Background: an optimization exercise with open tools, aiming at small area, a short achievable clock period and few clock cycles per item. Do not read the settings as production practice. Power and IR drop assume default switching activity.

Setup of run A:
==> flow/design.v <==
package tmpc_pkg;
    localparam int DEF_WINDOW      = 10;
    localparam int DEF_DROP        = 2;
    localparam int DEF_SAMPLE_BITS = 12;
    localparam int OFFSET_W   = 17;
    localparam int GAIN_W     = 20;
    localparam int PH_W       = 18;
    localparam int TSUM_W     = 15;
    localparam int CFG_IDX_W  = 2;
    localparam int CFG_DATA_W = 20;
    localparam logic [CFG_IDX_W-1:0] REG_OFFSET = 2'd0;
    localparam logic [CFG_IDX_W-1:0] REG_GAIN   = 2'd1;
    localparam logic signed [OFFSET_W-1:0] OFFSET_RESET = 17'sd21340;
    localparam logic [GAIN_W-1:0]          GAIN_RESET   = 20'd304000;
endpackage
import tmpc_pkg::*;
module tmpc_ctrl
#(
    parameter int WINDOW      = DEF_WINDOW,
    parameter int DROP        = DEF_DROP,
    parameter int SAMPLE_BITS = DEF_SAMPLE_BITS
) (
    input  logic                   i_clk,
    input  logic                   i_rst_n,
    input  logic                   i_start,
    input  logic [SAMPLE_BITS-1:0] i_sample,
    output logic                   o_busy,
    output logic [SAMPLE_BITS-1:0] o_x,         
    output logic                   o_xv,        
    output logic                   o_first,     
    output logic                   o_pop_ok,    
    output logic                   o_pfirst,    
    output logic                   o_last       
);
    localparam int FILL_W = $clog2(WINDOW);
    logic [FILL_W-1:0] r_cnt;
    assign o_busy = 1'b0;
    always_ff @(posedge i_clk) begin
        o_x <= i_start ? i_sample : '1;
        if (!i_rst_n) begin
            o_xv <= 1'b0;
        end else begin
            o_xv <= i_start;
        end
    end
    assign o_first  = (r_cnt == '0);
    assign o_pop_ok = (r_cnt >= FILL_W'(DROP));
    assign o_pfirst = (r_cnt == FILL_W'(DROP));
    assign o_last   = (r_cnt == FILL_W'(WINDOW - 1));
    always_ff @(posedge i_clk) begin
        if (!i_rst_n) begin
            r_cnt <= '0;
        end else if (o_xv) begin
            r_cnt <= o_last ? '0 : r_cnt + 1'b1;
        end
    end
endmodule
import tmpc_pkg::*;
module tmpc_dp
#(
    parameter int SAMPLE_BITS = DEF_SAMPLE_BITS
) (
    input  logic                         i_clk,
    input  logic                         i_rst_n,
    input  logic [SAMPLE_BITS-1:0]       i_x,
    input  logic                         i_xv,
    input  logic                         i_first,
    input  logic                         i_pop_ok,
    input  logic                         i_pfirst,
    input  logic                         i_last,
    input  logic                         i_cfg_wr,
    input  logic [CFG_IDX_W-1:0]         i_cfg_index,
    input  logic [CFG_DATA_W-1:0]        i_cfg_data,
    output logic                         o_valid,
    output logic signed [PH_W-1:0]       o_ph_milli,
    output logic [TSUM_W-1:0]            o_trimmed_sum
);
    localparam int SB  = SAMPLE_BITS;
    localparam int AW  = TSUM_W;           
    localparam int XW  = GAIN_W + 3;       
    localparam int PW  = XW - 2;           
    logic [SB-1:0] r_m1, r_m2;             
    logic          w_lt1, w_lt2;
    logic [SB-1:0] r_p;
    logic          r_pv, r_pfirst, r_plast;
    logic [SB-1:0] r_x1, r_x2;             
    logic          r_sub1, r_sub2, r_subx, r_done;
    assign w_lt1 = i_x < r_m1;
    assign w_lt2 = i_x < r_m2;
    always_ff @(posedge i_clk) begin
        if (i_first) begin
            r_m1 <= i_x;
            r_m2 <= '1;
        end else begin
            r_m1 <= w_lt1 ? i_x : r_m1;
            r_m2 <= w_lt1 ? r_m1 : (w_lt2 ? i_x : r_m2);
        end
    end
    logic [SB-1:0] w_x1n;                  
    always_ff @(posedge i_clk) begin
        if (r_pv && r_plast) begin
            r_p <= ~w_x1n;
        end else if (r_sub1) begin
            r_p <= ~r_x2;
        end else if (i_xv && i_pop_ok) begin
            r_p <= w_lt2 ? r_m2 : i_x;
        end else begin
            r_p <= '0;
        end
    end
    always_ff @(posedge i_clk) begin
        if (!i_rst_n) begin
            r_pv     <= 1'b0;
            r_pfirst <= 1'b0;
            r_plast  <= 1'b0;
        end else begin
            r_pv     <= i_xv && i_pop_ok;
            r_pfirst <= i_xv && i_pfirst;
            r_plast  <= i_xv && i_last;
        end
    end
    logic          w_gt1, w_gt2;
    logic [AW-1:0] r_acc;
    assign w_gt1 = r_p > r_x1;
    assign w_gt2 = r_p > r_x2;
    assign w_x1n = w_gt1 ? r_p : r_x1;
    always_ff @(posedge i_clk) begin
        if (r_pfirst) begin
            r_x1 <= r_p;
            r_x2 <= '0;
        end else begin
            r_x1 <= w_x1n;
            r_x2 <= w_gt1 ? r_x1 : (w_gt2 ? r_p : r_x2);
        end
    end
    always_ff @(posedge i_clk) begin
        r_acc <= (r_pfirst ? AW'(2) : r_acc) + {{(AW-SB){r_subx}}, r_p};
    end
    always_ff @(posedge i_clk) begin
        if (!i_rst_n) begin
            r_sub1 <= 1'b0;
            r_sub2 <= 1'b0;
            r_subx <= 1'b0;
            r_done <= 1'b0;
        end else begin
            r_sub1 <= r_pv && r_plast;
            r_sub2 <= r_sub1;
            r_subx <= (r_pv && r_plast) || r_sub1;
            r_done <= r_sub2;
        end
    end
    logic signed [OFFSET_W-1:0] r_offset;
    logic [GAIN_W-1:0]          r_gain;
    always_ff @(posedge i_clk) begin
        if (!i_rst_n) begin
            r_offset <= OFFSET_RESET;
            r_gain   <= GAIN_RESET;
        end else if (i_cfg_wr) begin
            if (i_cfg_index == REG_OFFSET) r_offset <= $signed(i_cfg_data[OFFSET_W-1:0]);
            if (i_cfg_index == REG_GAIN)   r_gain   <= i_cfg_data[GAIN_W-1:0];
        end
    end
    localparam int RW = 18;
    logic [RW-1:0]   r_sum;
    logic [3:0]      r_step;               
    logic            r_off;
    logic            r_valid;
    logic signed [XW-1:0] r_w;             
    logic signed [XW-1:0] r_b;             
    logic [2:0]      w_dig;
    logic            w_neg, w_one, w_two, w_off;
    logic signed [XW-1:0] w_bn;
    always_comb begin
        if (r_done) begin
            w_dig = {r_acc[1], r_acc[0], 1'b0};
        end else if (r_step != 4'd0 && r_step < 4'd8) begin
            w_dig = r_sum[3:1];
        end else begin
            w_dig = 3'b000;
        end
        w_neg = ~w_dig[2] & (w_dig[1] | w_dig[0]);     
        w_one = w_dig[1] ^ w_dig[0];
        w_two = (w_dig[2] & ~w_dig[1] & ~w_dig[0]) | (~w_dig[2] & w_dig[1] & w_dig[0]);
        w_off = (r_step == 4'd8);
        w_bn  = ({XW{w_one}} & XW'({1'b0, r_gain})) |
                ({XW{w_two}} & XW'({1'b0, r_gain, 1'b0})) |
                ({XW{w_off}} & {{(XW-OFFSET_W){r_offset[OFFSET_W-1]}}, r_offset});
        w_bn  = w_bn ^ {XW{w_neg}};
    end
    always_ff @(posedge i_clk) begin
        if (!i_rst_n) begin
            r_step  <= 4'd0;
            r_valid <= 1'b0;
        end else begin
            r_step  <= r_done ? 4'd1 :
                       ((r_step != 4'd0 && r_step != 4'd9) ? r_step + 4'd1 : 4'd0);
            r_valid <= (r_step == 4'd9);
        end
    end
    always_ff @(posedge i_clk) begin
        r_b   <= w_bn;
        r_off <= w_off;
    end
    always_ff @(posedge i_clk) begin
        if (r_done) begin
            r_sum <= RW'(r_acc);
        end else begin
            r_sum <= {r_sum[1:0], r_sum[RW-1:2]};
        end
    end
    logic [AW:0]          w_n;             
    logic [AW+1:0]        w_x;             
    logic [AW+1:0]        w_ax;            
    logic signed [PW-1:0] w_p;
    logic signed [XW-1:0] w_a, w_s, w_sc;
    logic                 w_sat;
    assign w_ax = {1'b0, r_acc, 1'b0};
    always_comb begin
        for (int i = 0; i <= AW; i++) begin
            w_n[i] = ((i % 2) == 0) ? (~w_ax[i+2] & (w_ax[i+1] | w_ax[i])) : 1'b0;
        end
        w_x   = (AW+2)'(w_n) + (AW+2)'(16'hFFFF);
        w_p   = r_w[XW-1:2];
        w_a   = {{2{w_p[PW-1]}}, w_p};
        w_s   = w_a + r_b;
        w_sc  = w_a + XW'({~r_offset[OFFSET_W-1], r_offset});
        w_sat = r_off & w_sc[XW-1];
    end
    always_ff @(posedge i_clk) begin
        if (r_done) begin
            r_w <= XW'({w_x, 2'b00});
        end else begin
            r_w <= {w_s[XW-1:PH_W], w_s[PH_W-1] | w_sat, w_s[PH_W-2:0] & {(PH_W-1){~w_sat}}};
        end
    end
    assign o_valid       = r_valid;
    assign o_ph_milli    = r_w[PH_W-1:0];
    assign o_trimmed_sum = r_sum[AW-1:0];
endmodule
import tmpc_pkg::*;
module trimmed_mean_ph_converter
#(
    parameter int WINDOW      = DEF_WINDOW,
    parameter int DROP        = DEF_DROP,
    parameter int SAMPLE_BITS = DEF_SAMPLE_BITS
) (
    input  logic                   i_clk,
    input  logic                   i_rst_n,
    input  logic                   i_start,
    output logic                   o_busy,
    input  logic [SAMPLE_BITS-1:0] i_sample,
    output logic                   o_valid,
    output logic signed [PH_W-1:0] o_ph_milli,
    output logic [TSUM_W-1:0]      o_trimmed_sum,
    input  logic                   i_cfg_valid,
    output logic                   o_cfg_ready,
    input  logic [CFG_IDX_W-1:0]   i_cfg_index,
    input  logic [CFG_DATA_W-1:0]  i_cfg_data
);
    logic [SAMPLE_BITS-1:0] w_x;
    logic w_xv, w_first, w_pop_ok, w_pfirst, w_last;
    assign o_cfg_ready = 1'b1;
    tmpc_ctrl #(
        .WINDOW      (WINDOW),
        .DROP        (DROP),
        .SAMPLE_BITS (SAMPLE_BITS)
    ) u_ctrl (
        .i_clk    (i_clk),
        .i_rst_n  (i_rst_n),
        .i_start  (i_start),
        .i_sample (i_sample),
        .o_busy   (o_busy),
        .o_x      (w_x),
        .o_xv     (w_xv),
        .o_first  (w_first),
        .o_pop_ok (w_pop_ok),
        .o_pfirst (w_pfirst),
        .o_last   (w_last)
    );
    tmpc_dp #(
        .SAMPLE_BITS (SAMPLE_BITS)
    ) u_dp (
        .i_clk         (i_clk),
        .i_rst_n       (i_rst_n),
        .i_x           (w_x),
        .i_xv          (w_xv),
        .i_first       (w_first),
        .i_pop_ok      (w_pop_ok),
        .i_pfirst      (w_pfirst),
        .i_last        (w_last),
        .i_cfg_wr      (i_cfg_valid & o_cfg_ready),
        .i_cfg_index   (i_cfg_index),
        .i_cfg_data    (i_cfg_data),
        .o_valid       (o_valid),
        .o_ph_milli    (o_ph_milli),
        .o_trimmed_sum (o_trimmed_sum)
    );
endmodule
==> flow/config.mk <==
export PLATFORM = sky130hd
export DESIGN_NAME = trimmed_mean_ph_converter
export DESIGN_NICKNAME = trimmed_mean_ph_converter
export VERILOG_FILES = /design/flow/design.v
export SDC_FILE = /design/flow/constraint.sdc
export NUM_CORES = 4
export LEC_CHECK = 0
export CAP_MARGIN = 20
export CORE_MARGIN = 2
export CORE_UTILIZATION = 40
export SLEW_MARGIN = 20
==> flow/constraint.sdc <==
create_clock -name core_clock -period 8.0 [get_ports {i_clk}]
set_input_delay 1.6000 -clock core_clock [delete_from_list [all_inputs] [get_ports {i_clk}]]
set_output_delay 1.6000 -clock core_clock [all_outputs]
set_load 0.01 [all_outputs]
standard.sh (not shown) runs the stock make flow with config.mk's settings and CLKGATE_MAP_FILE= SYNTH_SCRIPT=/design/flow/synth_recipe.tcl, a recipe that flattens the netlist after the stock synthesis.
==> flow/flow/run.sh <==
#!/bin/bash
set -euo pipefail
export BUFFER_PORTS_ARGS="-buffer_cell sky130_fd_sc_hd__buf_2"
export CTS_ARGS="-sink_clustering_enable -repair_clock_nets -dont_use_dummy_load -sink_clustering_size 25 -sink_clustering_max_diameter 150 -buf_list sky130_fd_sc_hd__clkbuf_16 -root_buf sky130_fd_sc_hd__clkbuf_16 -distance_between_buffers 2000 -branching_point_buffers_distance 2000"
bash standard.sh SETUP_SLACK_MARGIN=5.3 finish > make_finish.log 2>&1
Inputs modified between run A and run B:
-- flow/design.v --
<<< run A, line 37
    assign o_busy = 1'b0;
    always_ff @(posedge i_clk) begin
        o_x <= i_start ? i_sample : '1;
        if (!i_rst_n) begin
            o_xv <= 1'b0;
>>> run B, line 37
    assign o_busy = 1'b0;
    always_ff @(posedge i_clk) begin
        o_x <= i_sample;
        if (!i_rst_n) begin
            o_xv <= 1'b0;
<<< run A, line 89
    assign w_lt2 = i_x < r_m2;
    always_ff @(posedge i_clk) begin
        if (i_first) begin
            r_m1 <= i_x;
            r_m2 <= '1;
        end else begin
            r_m1 <= w_lt1 ? i_x : r_m1;
            r_m2 <= w_lt1 ? r_m1 : (w_lt2 ? i_x : r_m2);
        end
    end
>>> run B, line 89
    assign w_lt2 = i_x < r_m2;
    always_ff @(posedge i_clk) begin
        if (i_xv) begin
            if (i_first) begin
                r_m1 <= i_x;
                r_m2 <= '1;
            end else begin
                r_m1 <= w_lt1 ? i_x : r_m1;
                r_m2 <= w_lt1 ? r_m1 : (w_lt2 ? i_x : r_m2);
            end
        end
    end
<<< run A, line 103
        end else if (r_sub1) begin
            r_p <= ~r_x2;
        end else if (i_xv && i_pop_ok) begin
            r_p <= w_lt2 ? r_m2 : i_x;
        end else begin
            r_p <= '0;
        end
    end
>>> run B, line 105
        end else if (r_sub1) begin
            r_p <= ~r_x2;
        end else begin
            r_p <= w_lt2 ? r_m2 : i_x;
        end
    end
<<< run A, line 126
    assign w_x1n = w_gt1 ? r_p : r_x1;
    always_ff @(posedge i_clk) begin
        if (r_pfirst) begin
            r_x1 <= r_p;
            r_x2 <= '0;
        end else begin
            r_x1 <= w_x1n;
            r_x2 <= w_gt1 ? r_x1 : (w_gt2 ? r_p : r_x2);
        end
    end
    always_ff @(posedge i_clk) begin
        r_acc <= (r_pfirst ? AW'(2) : r_acc) + {{(AW-SB){r_subx}}, r_p};
    end
    always_ff @(posedge i_clk) begin
>>> run B, line 126
    assign w_x1n = w_gt1 ? r_p : r_x1;
    always_ff @(posedge i_clk) begin
        if (r_pv) begin
            if (r_pfirst) begin
                r_x1 <= r_p;
                r_x2 <= '0;
            end else begin
                r_x1 <= w_x1n;
                r_x2 <= w_gt1 ? r_x1 : (w_gt2 ? r_p : r_x2);
            end
        end
    end
    always_ff @(posedge i_clk) begin
        if (r_pv || r_subx) begin
            r_acc <= (r_pfirst ? AW'(2) : r_acc) + {{(AW-SB){r_subx}}, r_p};
        end
    end
    always_ff @(posedge i_clk) begin
Run B completed; timing, DRC and antenna clean
The master of the slowest instance on the critical path comes out sky130_fd_sc_hd__dfxtp_2 in one run and sky130_fd_sc_hd__dfxtp_1 in the other, namely in run B and run A respectively.
Worst hold margin delta (run A -> run B): insignificant
| core utilization | lower: run A |
Met2 capacity usage during global routing delta for run B relative to run A: 1.1 points lower
Between run B and run A, the fraction of power consumed by sequential logic is higher for run B.
In the flow results for run B and run A, the register-to-register slack is smaller on run B.
Run B against run A; post-route non-filler standard cell count is down by a few percent.
In terms of register clock-pin slew on the reported worst setup and hold paths, run A and run B differ only marginally.
First-pass iteration count of the detailed router came out higher on run B than on run A.
Run B has cell area above what run A had.
Wire length | run B below run A
Per the comparison of run B with run A, synthesized cell count down 3.1%; time the worst path needs with I/O delays and setup up 0.015 ns; die area up about 2.1%.
Compare run B and run A | switching part of the total higher: run A
No run of this note included a check of the RTL's function; only the layout flow was run.

-- static timing again, ports no longer ideal --
The results above use ideal ports. As a check the final layouts listed here were re-extracted and re-timed, cells and wires unchanged.
Step 1 sets driving cells, clkbuf_16 on the clock port and buf_2 on the other inputs (assumed; they add their load-dependent delay and slew).
Step 2 also shifts input and output timing later by t, the mid clock arrival at the registers, as if the neighbouring blocks saw the same clock.
Slacks: ideal / step 1 / step 2; pairs: ideal / step 1.
| run | t, ns | setup slack, ns | latest minus earliest clock arrival (ns) | worst data-port slew with drivers (ns) | pins driven straight from the clock port |
|---|---|---|---|---|---|
| run A | 0.489 | 5.362 / 5.318 / 5.051 | 0.060 / 0.060 | 0.04 | 1 |
| run B | 0.488 | 5.346 / 5.304 / 5.110 | 0.059 / 0.059 | 0.04 | 1 |
After both steps setup and hold are still met in every run listed. The setup slack of run A, which loses most, moves by -0.044 ns with the drivers and by -0.311 ns with both steps.
